This is an optimization exercise on Yosys and OpenROAD, whose aim is a short achievable clock period and few clock cycles, not a production implementation.
Only the layout flow was run in this run; the RTL was not checked for function there.
No activity file was given, so power comes from the tool's default toggle rates.

==> flow/design.v <==
`timescale 1ns/1ns
`default_nettype none
package dcache_pkg;
    typedef logic [32-1:0] word_t;
    typedef struct packed {
        logic [26-1:0] tag;
        logic [3-1:0] idx;
        logic                     blkoff;
        logic [1:0]               bytoff;
    } dcache_addr_t;
    typedef struct packed {
        logic                               valid;
        logic                               dirty;
        logic [26-1:0]           tag;
        logic [2*32-1:0] data;
    } dcache_frame_t;
    typedef struct packed {
        logic  dmemREN;
        logic  dmemWEN;
        logic  datomic;
        logic  halt;
        word_t dmemaddr;
        word_t dmemstore;
    } cpu_req_t;
    typedef struct packed {
        logic  dhit;
        word_t dmemload;
        logic  flushed;
    } cpu_rsp_t;
    typedef struct packed {
        logic  dREN;
        logic  dWEN;
        word_t daddr;
        word_t dstore;
    } mem_req_t;
    typedef struct packed {
        logic  dwait;
        word_t dload;
    } mem_rsp_t;
    typedef struct packed {
        logic  fill_word;
        logic  fill_done;
        logic  write_word;
        logic  clean;
        logic  touch;
        logic  way;
        logic  fill_pos;
        word_t data;
    } frame_upd_t;
endpackage
`default_nettype wire
`timescale 1ns/1ns
`default_nettype none
module dcache_top
(
    input  logic        CLK,
    input  logic        nRST,
    input  logic        dmemREN,
    input  logic        dmemWEN,
    input  logic        datomic,
    input  logic        halt,
    input  logic [31:0] dmemaddr,
    input  logic [31:0] dmemstore,
    output logic        dhit,
    output logic [31:0] dmemload,
    output logic        flushed,
    output logic        dREN,
    output logic        dWEN,
    output logic [31:0] daddr,
    output logic [31:0] dstore,
    input  logic        dwait,
    input  logic [31:0] dload
);
    logic [15:0]        valid;
    logic [15:0]        dirty;
    logic [7:0]         mru;
    logic [15:0][25:0]  tags;
    logic [15:0][31:0]  data0;
    logic [15:0][31:0]  data1;
    logic               link_valid;
    logic [31:0]        link_addr;
    logic        resp;       
    logic        mem;        
    logic        fl;         
    logic [1:0]  ph;         
    logic        wpend;      
    logic        touch;      
    logic [3:0]  rslot;      
    logic        roff;       
    logic [25:0] rtag;       
    logic        rwrite;     
    logic        rsc;        
    logic [3:0]  fslot;      
    logic        fword;      
    logic        dhit_q;
    logic [31:0] dmemload_q;
    logic        flushed_q;
    logic        dren_q;
    logic        dwen_q;
    logic [31:0] daddr_q;
    logic [31:0] dstore_q;
    assign dhit     = dhit_q;
    assign dmemload = dmemload_q;
    assign flushed  = flushed_q;
    assign dREN     = dren_q;
    assign dWEN     = dwen_q;
    assign daddr    = daddr_q;
    assign dstore   = dstore_q;
    logic        idle;
    logic        req;
    logic [2:0]  idx;
    logic [25:0] tag;
    logic        off;
    logic [15:0] eq;
    logic        m0, m1, hit;
    logic [31:0] hword;
    logic        v0, v1;
    logic        vway;
    logic [3:0]  vslot;
    logic        vdirty;
    logic        link_match;
    logic        sc, ll, scfail;
    logic        beat;
    assign idle = !resp && !mem && !fl && !flushed_q;
    assign req  = dmemREN || dmemWEN;
    assign idx  = dmemaddr[5:3];
    assign tag  = dmemaddr[31:6];
    assign off  = dmemaddr[2];
    always_comb
    begin
        for (int s = 0; s < 16; s++)
        begin
            eq[s] = valid[s] && (tags[s] == tag);
        end
    end
    assign m0    = eq[{1'b0, idx}];
    assign m1    = eq[{1'b1, idx}];
    assign hit   = m0 || m1;
    assign hword = m1 ? (off ? data1[{1'b1, idx}] : data0[{1'b1, idx}])
                      : (off ? data1[{1'b0, idx}] : data0[{1'b0, idx}]);
    assign v0     = valid[{1'b0, idx}];
    assign v1     = valid[{1'b1, idx}];
    assign vway   = !v0 ? 1'b0 : (!v1 ? 1'b1 : ~mru[idx]);
    assign vslot  = {vway, idx};
    assign vdirty = valid[vslot] && dirty[vslot];
    assign link_match = link_valid && (dmemaddr == link_addr);
    assign sc         = datomic && dmemWEN;
    assign ll         = datomic && dmemREN;
    assign scfail     = sc && !link_match;
    assign beat = (dren_q || dwen_q) && !dwait;
    logic [15:0] dv;
    logic [15:0] dv_next;
    logic        f_any, f_any_next;
    logic [3:0]  f_first, f_first_next;
    assign dv = valid & dirty;
    always_comb
    begin
        dv_next = dv;
        dv_next[fslot] = 1'b0;
        f_any = |dv;
        f_any_next = |dv_next;
        f_first = '0;
        for (int s = 15; s >= 0; s--)
        begin
            if (dv[s]) f_first = s;
        end
        f_first_next = '0;
        for (int s = 15; s >= 0; s--)
        begin
            if (dv_next[s]) f_first_next = s;
        end
    end
    always_ff @(posedge CLK, negedge nRST)
    begin
        if (!nRST)
        begin
            valid      <= '0;
            dirty      <= '0;
            mru        <= '0;
            link_valid <= 1'b0;
            resp       <= 1'b0;
            mem        <= 1'b0;
            fl         <= 1'b0;
            ph         <= '0;
            wpend      <= 1'b0;
            touch      <= 1'b0;
            fword      <= 1'b0;
            dhit_q     <= 1'b0;
            flushed_q  <= 1'b0;
            dren_q     <= 1'b0;
            dwen_q     <= 1'b0;
        end
        else
        begin
            if (idle && halt)
            begin
                fword <= 1'b0;
                if (f_any)
                begin
                    fl     <= 1'b1;
                    dwen_q <= 1'b1;
                end
                else
                begin
                    flushed_q <= 1'b1;
                end
            end
            else if (idle && req)
            begin
                if (ll)
                begin
                    link_valid <= 1'b1;
                end
                else if (dmemWEN && link_match)
                begin
                    link_valid <= 1'b0;
                end
                if (scfail || hit)
                begin
                    resp   <= 1'b1;
                    dhit_q <= 1'b1;
                    wpend  <= dmemWEN && !scfail;
                    touch  <= !scfail;
                end
                else
                begin
                    mem    <= 1'b1;
                    ph     <= vdirty ? 2'd0 : 2'd2;
                    dwen_q <= vdirty;
                    dren_q <= !vdirty;
                end
            end
            if (resp)
            begin
                resp   <= 1'b0;
                dhit_q <= 1'b0;
                wpend  <= 1'b0;
                touch  <= 1'b0;
                if (wpend)
                begin
                    dirty[rslot] <= 1'b1;
                end
                if (touch)
                begin
                    mru[rslot[2:0]] <= rslot[3];
                end
            end
            if (mem && beat)
            begin
                ph <= ph + 2'd1;
                if (ph == 2'd1)
                begin
                    dwen_q <= 1'b0;
                    dren_q <= 1'b1;
                end
                if (ph == 2'd3)
                begin
                    dren_q       <= 1'b0;
                    mem          <= 1'b0;
                    resp         <= 1'b1;
                    dhit_q       <= 1'b1;
                    valid[rslot] <= 1'b1;
                    dirty[rslot] <= rwrite;
                    mru[rslot[2:0]] <= rslot[3];
                end
            end
            if (fl && beat)
            begin
                fword <= ~fword;
                if (fword)
                begin
                    dirty[fslot] <= 1'b0;
                    if (!f_any_next)
                    begin
                        dwen_q    <= 1'b0;
                        fl        <= 1'b0;
                        flushed_q <= 1'b1;
                    end
                end
            end
        end
    end
    always_ff @(posedge CLK)
    begin
        if (idle && halt)
        begin
            fslot    <= f_first;
            daddr_q  <= {tags[f_first], f_first[2:0], 3'b000};
            dstore_q <= data0[f_first];
        end
        else if (idle && req)
        begin
            if (ll)
            begin
                link_addr <= dmemaddr;
            end
            rslot      <= hit ? {m1, idx} : vslot;
            roff       <= off;
            rtag       <= tag;
            rwrite     <= dmemWEN && !scfail;
            rsc        <= sc;
            dmemload_q <= sc ? {31'd0, link_match} : hword;
            daddr_q    <= vdirty ? {tags[vslot], idx, 3'b000} : {tag, idx, 3'b000};
            dstore_q   <= data0[vslot];
        end
        if (resp && wpend)
        begin
            if (roff)
                data1[rslot] <= dmemstore;
            else
                data0[rslot] <= dmemstore;
        end
        if (mem && beat)
        begin
            unique case (ph)
                2'd0:
                begin
                    daddr_q[2] <= 1'b1;
                    dstore_q   <= data1[rslot];
                end
                2'd1:
                begin
                    daddr_q <= {rtag, rslot[2:0], 3'b000};
                end
                2'd2:
                begin
                    daddr_q[2]   <= 1'b1;
                    data0[rslot] <= (rwrite && !roff) ? dmemstore : dload;
                end
                2'd3:
                begin
                    data1[rslot] <= (rwrite && roff) ? dmemstore : dload;
                    tags[rslot]  <= rtag;
                    dmemload_q   <= rsc ? 32'd1 : (roff ? dload : data0[rslot]);
                end
            endcase
        end
        if (fl && beat)
        begin
            if (!fword)
            begin
                daddr_q[2] <= 1'b1;
                dstore_q   <= data1[fslot];
            end
            else
            begin
                fslot    <= f_first_next;
                daddr_q  <= {tags[f_first_next], f_first_next[2:0], 3'b000};
                dstore_q <= data0[f_first_next];
            end
        end
    end
endmodule
`default_nettype wire
==> flow/run.sh <==
#!/bin/bash
# synth_recipe.tcl (not shown) runs the flow's synth.tcl, then flattens the netlist and writes it again
# the make line also repeats each setting of config.mk as NAME=value (left out here)
make -C /OpenROAD-flow-scripts/flow DESIGN_CONFIG=/design/flow/config.mk WORK_HOME=/design/flow/orfs CLKGATE_MAP_FILE= SYNTH_SCRIPT=/design/flow/synth_recipe.tcl finish
==> flow/config.mk <==
export PLATFORM = sky130hd
export DESIGN_NAME = dcache_top
export DESIGN_NICKNAME = dcache_top
export VERILOG_FILES = /design/flow/design.v
export SDC_FILE = /design/flow/constraint.sdc
export NUM_CORES = 4
export LEC_CHECK = 0
export ABC_CLOCK_PERIOD_IN_PS = 3000
export CAP_MARGIN = 20
export CORE_MARGIN = 2
export CORE_UTILIZATION = 40
export SETUP_SLACK_MARGIN = 5
export SLEW_MARGIN = 20
export TNS_END_PERCENT = 100
==> flow/constraint.sdc <==
create_clock -name core_clock -period 9.0 [get_ports {CLK}]
set_input_delay 1.8000 -clock core_clock [delete_from_list [all_inputs] [get_ports {CLK}]]
set_output_delay 1.8000 -clock core_clock [all_outputs]
set_load 0.01 [all_outputs]
==> run notes <==
[through the flow]
stage / setup WS (ns) / power, mW
floorplan: 3.47 / 8.46
global placement: 2.02 / 8.95
detailed placement: 2.44 / 8.96
CTS: 4.63 / 17.6
[timing repair]
item	4_1_cts
resized for setup	1566
setup buffers	466
pin swaps	346
endpoints found under the setup margin	1653
hold endpoints to repair	0
gates cloned	77
[layer usage]
layer,GRT usage,overflow
met2,0.793,0
met5,0.208,0
met3,0.456,0
met1,0.633,2
met4,0.668,0
[synthesized netlist by cell type, drive strengths merged, types with 15 or more instances]
master and number:
nand2b 17, a221o 38, o21ai 449, dfxtp 1124, o22ai 875, mux4 932
a31oi 138, buf 371, inv 146, nor4 87, nor2b 39, a22oi 149
a222oi 131, nor2 390, nand2 1891, and2 46, and3 135, a32oi 857
dfrtp 53, a211oi 24, nand3 429, o211ai 77, a22o 95, o221ai 15
o2bb2ai 76, mux2 126, mux2i 496, nor3 71, xnor2 135, a2bb2oi 17
a21o 49, edfxtp 481, ha 34, a311oi 95, a221oi 80, o22a 40
clkbuf 1046, nand4 57, o2111ai 21, a21oi 278, xor2 329
[cell families after synthesis]
logic type	count (synthesis)	share of synthesized area
fa+ha+maj	35	0.00382
mux	1554	0.235
flops	1658	0.329
xor+xnor	464	0.0349
simple gates	3216	0.119
compound gates	3591	0.224
buf+inv	1565	0.0546
[worst min-delay path by stage]
stage,endpoint,slack (ns),depth (start not counted)
after floorplan,link_valid,0.45,1
after global placement,data1[283],0.48,1
after detailed placement,daddr_q[0],0.48,1
after CTS,daddr_q[0],0.49,1
[power by group through the flow]
stage               sequential (mW)  clock [mW]  combinational, mW
floorplan                      7.85           0              0.604
detailed placement             7.86           0               1.10
CTS                            7.70        8.67               1.22
global placement               7.86           0               1.09
==> key figures <==
Floorplan
  – Std cell rows: 198
  – Initial core utilization: 0.401
  – Die H: roughly 540 um
  – Die width: approximately 540 um
  – Num ports: just over 200

Synth
  – Post-synth top area share: 0.193
  – Synth top area cells: dfxtp_1 19%, mux4_2 18%, edfxtp_1 12%
  – Share of flip-flops with an asynchronous set or reset: 0.0320
  – Synth Instances: between 10000 and 15000
  – Synth warn: 1
  – Distinct cells, synth: about 90
  – Synth Register Bits: 1658
  – Cell area after synthesis: approximately 120000 sq um
  – Post-synth top area cell: dfxtp_1
  – Syn Area/Cell: 9.64 sq um
  – Synthesized Nets: roughly 12000
  – Post-synth EDFFs: 481
  – Ys flop type: dfxtp_1
  – Sequential share of the synthesized area: 0.329

Clocking
  – H-Tree Depth: 4
  – Total clock sinks: between 1500 and 2000
  – Num CTS Buffers: just over 200
  – Hold Buf Count CTS: 0
  – Root Driver: clkbuf_16
  – Clock buffer depth: 4

GRT
  – Overflow after GRT: 2
  – All-layer global routing usage: 0.633
  – Largest net degree at the start of global routing: 142

Run status
  – Stop stage: global routing
  – Outcome: aborted with a tool error
  – First Err: [ERROR GRT-0232] Routing congestion too high. Check the congestion heatmap in the GUI.

Placed design
  – # placed instances: 15300
  – I/O Buffers: between 200 and 250
  – Post-DP Area: 124000 sq um
  – Placer Congestion: 1.14
  – Post-DP HPWL: around 530000 um
